Context: an optimization exercise on an open-source flow, tuned for small area. The choices shown serve that exercise and are no tape-out recipe.
The RTL was checked by simulation tests, not by an equivalence proof against the original design.
No activity file was given, so power comes from the tool's default toggle rates.

==> flow/design.v <==
package fetch_pkg;
	localparam int ROB_TAG_W = 3;  
	localparam int BHT_IDX_W = 4;  
	typedef logic [31:0]          xlen_t;
	typedef logic [4:0]           reg_idx_t;
	typedef logic [ROB_TAG_W-1:0] rob_tag_t;
	typedef logic [BHT_IDX_W-1:0] bht_idx_t;
	localparam logic [6:0] OPC_LUI    = 7'h37;
	localparam logic [6:0] OPC_AUIPC  = 7'h17;
	localparam logic [6:0] OPC_JAL    = 7'h6f;
	localparam logic [6:0] OPC_JALR   = 7'h67;
	localparam logic [6:0] OPC_BRANCH = 7'h63;
	localparam logic [6:0] OPC_LOAD   = 7'h03;
	localparam logic [6:0] OPC_STORE  = 7'h23;
	localparam logic [6:0] OPC_OP     = 7'h33;  
	localparam logic [6:0] OPC_OP_IMM = 7'h13;  
	typedef enum logic [2:0] {
		ic_alu,
		ic_load,
		ic_store,
		ic_branch,
		ic_jal,
		ic_jalr,
		ic_lui_auipc
	} inst_class_e;
	typedef struct packed {
		xlen_t       pc;
		xlen_t       inst;
		inst_class_e cls;
		reg_idx_t    rd;      
		xlen_t       imm;     
		xlen_t       target;  
		logic        taken;   
	} q_entry_t;
	typedef struct packed {
		q_entry_t entry;
		rob_tag_t tag;
	} issue_entry_t;
endpackage
module fetch_ctrl (
	input  logic clk,
	input  logic rst,
	input  logic flush,
	input  logic mem_ack,
	input  logic queue_full,
	output logic mem_req,
	output logic fetch_done
);
	typedef enum logic [1:0] {
		st_idle,          
		st_wait_ack,      
		st_wait_release,  
		st_discard        
	} state_e;
	state_e state, state_nxt;
	logic can_start;
	assign can_start = !mem_ack && (!queue_full || flush);
	always_comb begin
		state_nxt = state;
		case (state)
			st_idle: begin
				if (can_start)
					state_nxt = st_wait_ack;  
			end
			st_wait_ack: begin
				if (mem_ack)
					state_nxt = st_wait_release;  
				else if (flush)
					state_nxt = st_discard;  
			end
			st_discard: begin
				if (mem_ack)
					state_nxt = st_wait_release;
			end
			st_wait_release: begin
				if (!mem_ack)
					state_nxt = st_idle;
			end
			default: state_nxt = st_idle;
		endcase
	end
	always_ff @(posedge clk) begin
		if (rst)
			state <= st_idle;
		else
			state <= state_nxt;
	end
	assign mem_req = (state == st_wait_ack) || (state == st_discard);
	assign fetch_done = (state == st_wait_ack) && mem_ack && !flush;
endmodule
module pc_gen #(
	parameter logic [31:0] RESET_PC = '0
) (
	input  logic     clk,
	input  logic     rst,
	input  logic     flush,
	input  fetch_pkg::xlen_t    flush_pc,
	input  logic     fetch_done,
	input  fetch_pkg::xlen_t    inst,       
	input  logic     bht_taken,  
	output fetch_pkg::xlen_t    pc
);
	logic is_jal, is_br;
	fetch_pkg::xlen_t step, pc_next;
	assign is_jal = inst[6:0] == fetch_pkg::OPC_JAL;
	assign is_br  = inst[6:0] == fetch_pkg::OPC_BRANCH;
	always_comb begin
		if (is_jal)
			step = {{11{inst[31]}}, inst[31], inst[19:12], inst[20], inst[30:21], 1'b0};
		else if (is_br && bht_taken)
			step = {{19{inst[31]}}, inst[31], inst[7], inst[30:25], inst[11:8], 1'b0};
		else
			step = 32'd4;
	end
	assign pc_next = pc + step;
	always_ff @(posedge clk) begin
		if (rst)
			pc <= RESET_PC;
		else if (flush)
			pc <= flush_pc;  
		else if (fetch_done)
			pc <= pc_next;
	end
endmodule
module inst_decode (
	input  fetch_pkg::xlen_t    inst,
	output logic [2:0]          cls,
	output fetch_pkg::reg_idx_t rd,
	output fetch_pkg::xlen_t    imm
);
	logic [6:0] opcode;
	assign opcode = inst[6:0];
	always_comb begin
		rd  = inst[11:7];
		cls = fetch_pkg::ic_alu;
		imm = {{20{inst[31]}}, inst[31:20]};  
		case (opcode)
			fetch_pkg::OPC_LOAD: cls = fetch_pkg::ic_load;
			fetch_pkg::OPC_STORE: begin
				cls = fetch_pkg::ic_store;
				rd  = '0;
				imm = {{20{inst[31]}}, inst[31:25], inst[11:7]};
			end
			fetch_pkg::OPC_BRANCH: begin
				cls = fetch_pkg::ic_branch;
				rd  = '0;
				imm = {{19{inst[31]}}, inst[31], inst[7],
					inst[30:25], inst[11:8], 1'b0};
			end
			fetch_pkg::OPC_JAL: begin
				cls = fetch_pkg::ic_jal;
				imm = {{11{inst[31]}}, inst[31], inst[19:12],
					inst[20], inst[30:21], 1'b0};
			end
			fetch_pkg::OPC_JALR: cls = fetch_pkg::ic_jalr;
			fetch_pkg::OPC_LUI, fetch_pkg::OPC_AUIPC: begin
				cls = fetch_pkg::ic_lui_auipc;
				imm = {inst[31:12], 12'b0};  
			end
			default: cls = fetch_pkg::ic_alu;  
		endcase
	end
endmodule
module inst_queue #(
	parameter int QUEUE_DEPTH = 8
) (
	input  logic        clk,
	input  logic        rst,
	input  logic        flush,
	input  logic        push,
	input  logic [31:0] push_inst,
	input  logic        push_bht,
	input  logic        pop,
	output logic [31:0] head_inst,
	output logic        head_bht,
	output logic        head_jal,  
	output logic        head_br,   
	output logic        empty,
	output logic        full
);
	localparam int RING  = QUEUE_DEPTH - 1;
	localparam int CNT_W = $clog2(QUEUE_DEPTH + 1);
	logic [32:0] ring [0:RING-1];  
	logic [32:0] head_q, ring_out, head_d;
	logic [CNT_W-1:0] count;  
	logic do_push, one, head_load, head_from_ring, ring_push;
	assign empty   = count == '0;
	assign one     = count == CNT_W'(1);
	assign full    = count == CNT_W'(QUEUE_DEPTH);
	assign do_push = push && !full;
	assign {head_bht, head_inst} = head_q;
	assign ring_out = ring[count - CNT_W'(2)];  
	assign head_d   = head_from_ring ? ring_out : {push_bht, push_inst};
	assign head_from_ring = pop && !one;
	assign head_load      = head_from_ring || (do_push && (empty || (pop && one)));
	assign ring_push      = do_push && !empty && !(pop && one);
	always_ff @(posedge clk) begin
		if (rst || flush)
			count <= '0;
		else if (do_push && !pop)
			count <= count + 1'b1;
		else if (pop && !do_push)
			count <= count - 1'b1;
	end
	always_ff @(posedge clk) begin
		if (head_load) begin
			head_q   <= head_d;
			head_jal <= head_d[6:0] == fetch_pkg::OPC_JAL;
			head_br  <= head_d[6:0] == fetch_pkg::OPC_BRANCH;
		end
		if (ring_push) begin
			ring[0] <= {push_bht, push_inst};
			for (int i = 1; i < RING; i++)
				ring[i] <= ring[i-1];
		end
	end
endmodule
module issue_router (
	input  logic         clk,
	input  logic         rst,
	input  logic         flush,
	input  fetch_pkg::xlen_t        fetch_pc,
	input  logic         empty,
	input  logic [31:0]  head_inst,
	input  logic         head_bht,
	input  logic         head_jal,
	input  logic         head_br,
	input  logic         rob_full,
	input  logic         slb_full,
	input  logic         rs_full,
	output logic         pop,
	output logic         issue_valid,
	output logic         issue_to_slb,
	output fetch_pkg::issue_entry_t issue_entry
);
	fetch_pkg::rob_tag_t tag_cnt;  
	fetch_pkg::xlen_t    head_pc;  
	logic [2:0]          cls;
	fetch_pkg::reg_idx_t rd;
	fetch_pkg::xlen_t    imm, target, pc_plus4, pc_next;
	logic                is_jal, is_br, taken, target_full;
	inst_decode u_dec (.inst(head_inst), .cls, .rd, .imm);
	assign is_jal = head_jal;
	assign is_br  = head_br;
	assign taken  = is_jal || (is_br && head_bht);
	assign pc_plus4 = head_pc + 32'd4;
	fetch_pkg::xlen_t offset;
	always_comb begin
		if (is_jal)
			offset = {{11{head_inst[31]}}, head_inst[31], head_inst[19:12], head_inst[20],
				head_inst[30:21], 1'b0};
		else if (is_br)
			offset = {{19{head_inst[31]}}, head_inst[31], head_inst[7], head_inst[30:25],
				head_inst[11:8], 1'b0};
		else
			offset = 32'd4;
	end
	assign target   = head_pc + offset;
	assign pc_next  = taken ? target : pc_plus4;
	assign issue_to_slb = (cls == fetch_pkg::ic_load) || (cls == fetch_pkg::ic_store);
	assign target_full  = issue_to_slb ? slb_full : rs_full;
	assign issue_valid = !empty && !rob_full && !target_full;
	assign pop         = issue_valid;
	assign issue_entry = {head_pc, head_inst, cls, rd, imm, target, taken, tag_cnt};
	always_ff @(posedge clk) begin
		if (rst || flush)
			tag_cnt <= '0;  
		else if (issue_valid)
			tag_cnt <= tag_cnt + 1'b1;  
	end
	always_ff @(posedge clk) begin
		if (empty)
			head_pc <= fetch_pc;
		else if (issue_valid)
			head_pc <= pc_next;
	end
endmodule
module ifu_top #(
	parameter int    QUEUE_DEPTH = 8,
	parameter logic [31:0] RESET_PC    = '0
) (
	input  logic         clk,
	input  logic         rst,
	input  logic         flush,
	input  fetch_pkg::xlen_t        flush_pc,
	output logic         mem_req,
	output fetch_pkg::xlen_t        mem_addr,
	input  logic         mem_ack,
	input  fetch_pkg::xlen_t        mem_data,
	output fetch_pkg::bht_idx_t     bht_idx,
	input  logic         bht_taken,
	input  logic         rob_full,
	input  logic         slb_full,
	input  logic         rs_full,
	output logic         issue_valid,
	output logic         issue_to_slb,
	output fetch_pkg::issue_entry_t issue_entry
);
	logic     fetch_done, queue_full, queue_empty, queue_pop;
	fetch_pkg::xlen_t    pc;
	logic [31:0] head_inst;
	logic        head_bht, head_jal, head_br;
	assign mem_addr = pc;  
	assign bht_idx  = mem_data[fetch_pkg::BHT_IDX_W+1:2];
	fetch_ctrl u_ctrl (.clk, .rst, .flush, .mem_ack, .queue_full,
		.mem_req, .fetch_done);
	pc_gen #(.RESET_PC(RESET_PC)) u_pc (.clk, .rst, .flush, .flush_pc,
		.fetch_done, .inst(mem_data), .bht_taken, .pc);
	inst_queue #(.QUEUE_DEPTH(QUEUE_DEPTH)) u_q (.clk, .rst, .flush,
		.push(fetch_done), .push_inst(mem_data), .push_bht(bht_taken),
		.pop(queue_pop), .head_inst, .head_bht, .head_jal, .head_br,
		.empty(queue_empty), .full(queue_full));
	issue_router u_iss (.clk, .rst, .flush, .fetch_pc(pc),
		.empty(queue_empty), .head_inst, .head_bht, .head_jal, .head_br, .rob_full, .slb_full,
		.rs_full, .pop(queue_pop), .issue_valid, .issue_to_slb, .issue_entry);
endmodule
==> flow/config.mk <==
export PLATFORM = sky130hd
export DESIGN_NAME = ifu_top
export DESIGN_NICKNAME = ifu_top
export VERILOG_FILES = /design/flow/design.v
export SDC_FILE = /design/flow/constraint.sdc
export NUM_CORES = 4
export LEC_CHECK = 0
export CAP_MARGIN = 5
export CORE_MARGIN = 2
export CORE_UTILIZATION = 60
export CTS_BUF_LIST = sky130_fd_sc_hd__clkbuf_16
export CTS_CLUSTER_DIAMETER = 100
export CTS_CLUSTER_SIZE = 28
export SLEW_MARGIN = 5
==> flow/constraint.sdc <==
create_clock -name core_clock -period 6.0 [get_ports {clk}]
set_input_delay 1.2000 -clock core_clock [delete_from_list [all_inputs] [get_ports {clk}]]
set_output_delay 1.2000 -clock core_clock [all_outputs]
set_load 0.01 [all_outputs]
standard.sh (not shown) runs the stock make flow with config.mk's settings and CLKGATE_MAP_FILE= SYNTH_SCRIPT=/design/flow/synth_recipe.tcl, a recipe that flattens the netlist after the stock synthesis.
==> flow/flow/run.sh <==
#!/bin/bash
# The standard layout with two changes to how it is made:
#  - synthesis maps logic with an area-oriented ABC script (flow/abc_area.script);
#    everything else in synthesis, registers included, is the standard one
#  - plain buf_1 cells as the port buffers (every port still gets its own buffer)
set -euo pipefail
here=$(pwd)
rm -rf "$here/scripts_abc"
cp -r "$FLOW_HOME/scripts" "$here/scripts_abc"
cp "$here/flow/abc_area.script" "$here/scripts_abc/abc_speed.script"
export BUFFER_PORTS_ARGS="-buffer_cell sky130_fd_sc_hd__buf_1"
bash standard.sh SCRIPTS_DIR="$here/scripts_abc" synth > synth.log 2>&1
bash standard.sh finish > layout.log 2>&1
==> flow/flow/abc_area.script <==
&get -n
&st
&syn2
&dc2
&dch
&nf -R 1000
&put
topo
dnsize -c
Then changed:
CAP_MARGIN = 20   (was 5)
SLEW_MARGIN = 20   (was 5)
- The changed run went through all stages and came out clean
- via count stays the same
- design area does not change
- worst setup slack does not change
- clock power stays flat
- wire length does not change
- sequential share of layout area is unchanged
- sequential cell count does not change
- first-iteration DRC count does not change
Then changed:
==> flow/flow/abc_area.script (replaced) <==
&get -n
&st
&dc2
&syn2
&dch
&nf -R 1000
&put
topo
dnsize -c
CORE_UTILIZATION = 72   (was 60)
After rerunning: Design area decreases by 0.68%. Cell count fell by 4.0%. Clock power shrinks by about 4%.
Then changed:
--- a/flow/flow/run.sh
+++ b/flow/flow/run.sh
@@ -10,4 +10,5 @@
 cp "$here/flow/abc_area.script" "$here/scripts_abc/abc_speed.script"
 export BUFFER_PORTS_ARGS="-buffer_cell sky130_fd_sc_hd__buf_1"
+export SETUP_MOVE_SEQUENCE="unbuffer,sizeup,swap"
 bash standard.sh SCRIPTS_DIR="$here/scripts_abc" synth > synth.log 2>&1
 bash standard.sh finish > layout.log 2>&1
==> flow/flow/abc_area.script (replaced) <==
&get -n
&st
&syn2
&dc2
&dch
&nf -R 1000
&put
topo
dnsize -c
CORE_UTILIZATION = 40   (was 72)
CTS_BUF_LIST = sky130_fd_sc_hd__clkbuf_8 sky130_fd_sc_hd__clkbuf_16   (was sky130_fd_sc_hd__clkbuf_16)
CTS_CLUSTER_DIAMETER = 80   (was 100)
CTS_CLUSTER_SIZE = 20   (was 28)
Effect: Fmax goes up by 4.1%. Non-clock buffer count fell by 3. Area after synthesis went up by 0.83%. Via count decreases by 3.2%. Count of clock-buffer cells in the layout is higher by 6. Wire length climbs by 11%. Global-route usage falls by 14 points. Register-to-register slack barely changes. Cell area grows by 3.4%.

==> port drivers added, routing unchanged <==
In the flow no input, the clock included, has a driving cell. The finished layouts below were timed again as built, in two steps.
Step 1 (the two cells are an assumption about what drives the block):
set clk [get_ports {clk}]
set_driving_cell -lib_cell sky130_fd_sc_hd__clkbuf_16 $clk
set_driving_cell -lib_cell sky130_fd_sc_hd__buf_2 [delete_from_list [all_inputs] $clk]
Step 2, shift: input delay + t, output delay - t, t = (earliest + latest rising clock arrival at the registers) / 2. This alone moves slack from input paths to output paths.
Slacks: ideal ports / drivers / drivers and shift; pairs: ideal ports / drivers.
run | shift t [ns] | slack for setup (ns) | latest minus earliest clock arrival (ns)
the first run | 0.572 | 0.285 / 0.232 / 0.306 | 0.027 / 0.028
the second run | 0.572 | 0.285 / 0.232 / 0.306 | 0.027 / 0.028
the third run | 0.575 | 0.101 / 0.051 / 0.049 | 0.058 / 0.057
the fourth run | 0.595 | 0.335 / 0.285 / 0.233 | 0.019 / 0.019
After both steps setup and hold are still met in every run listed. The setup slack of the fourth run, which loses most, moves by -0.050 ns with the drivers and by -0.102 ns with both steps.
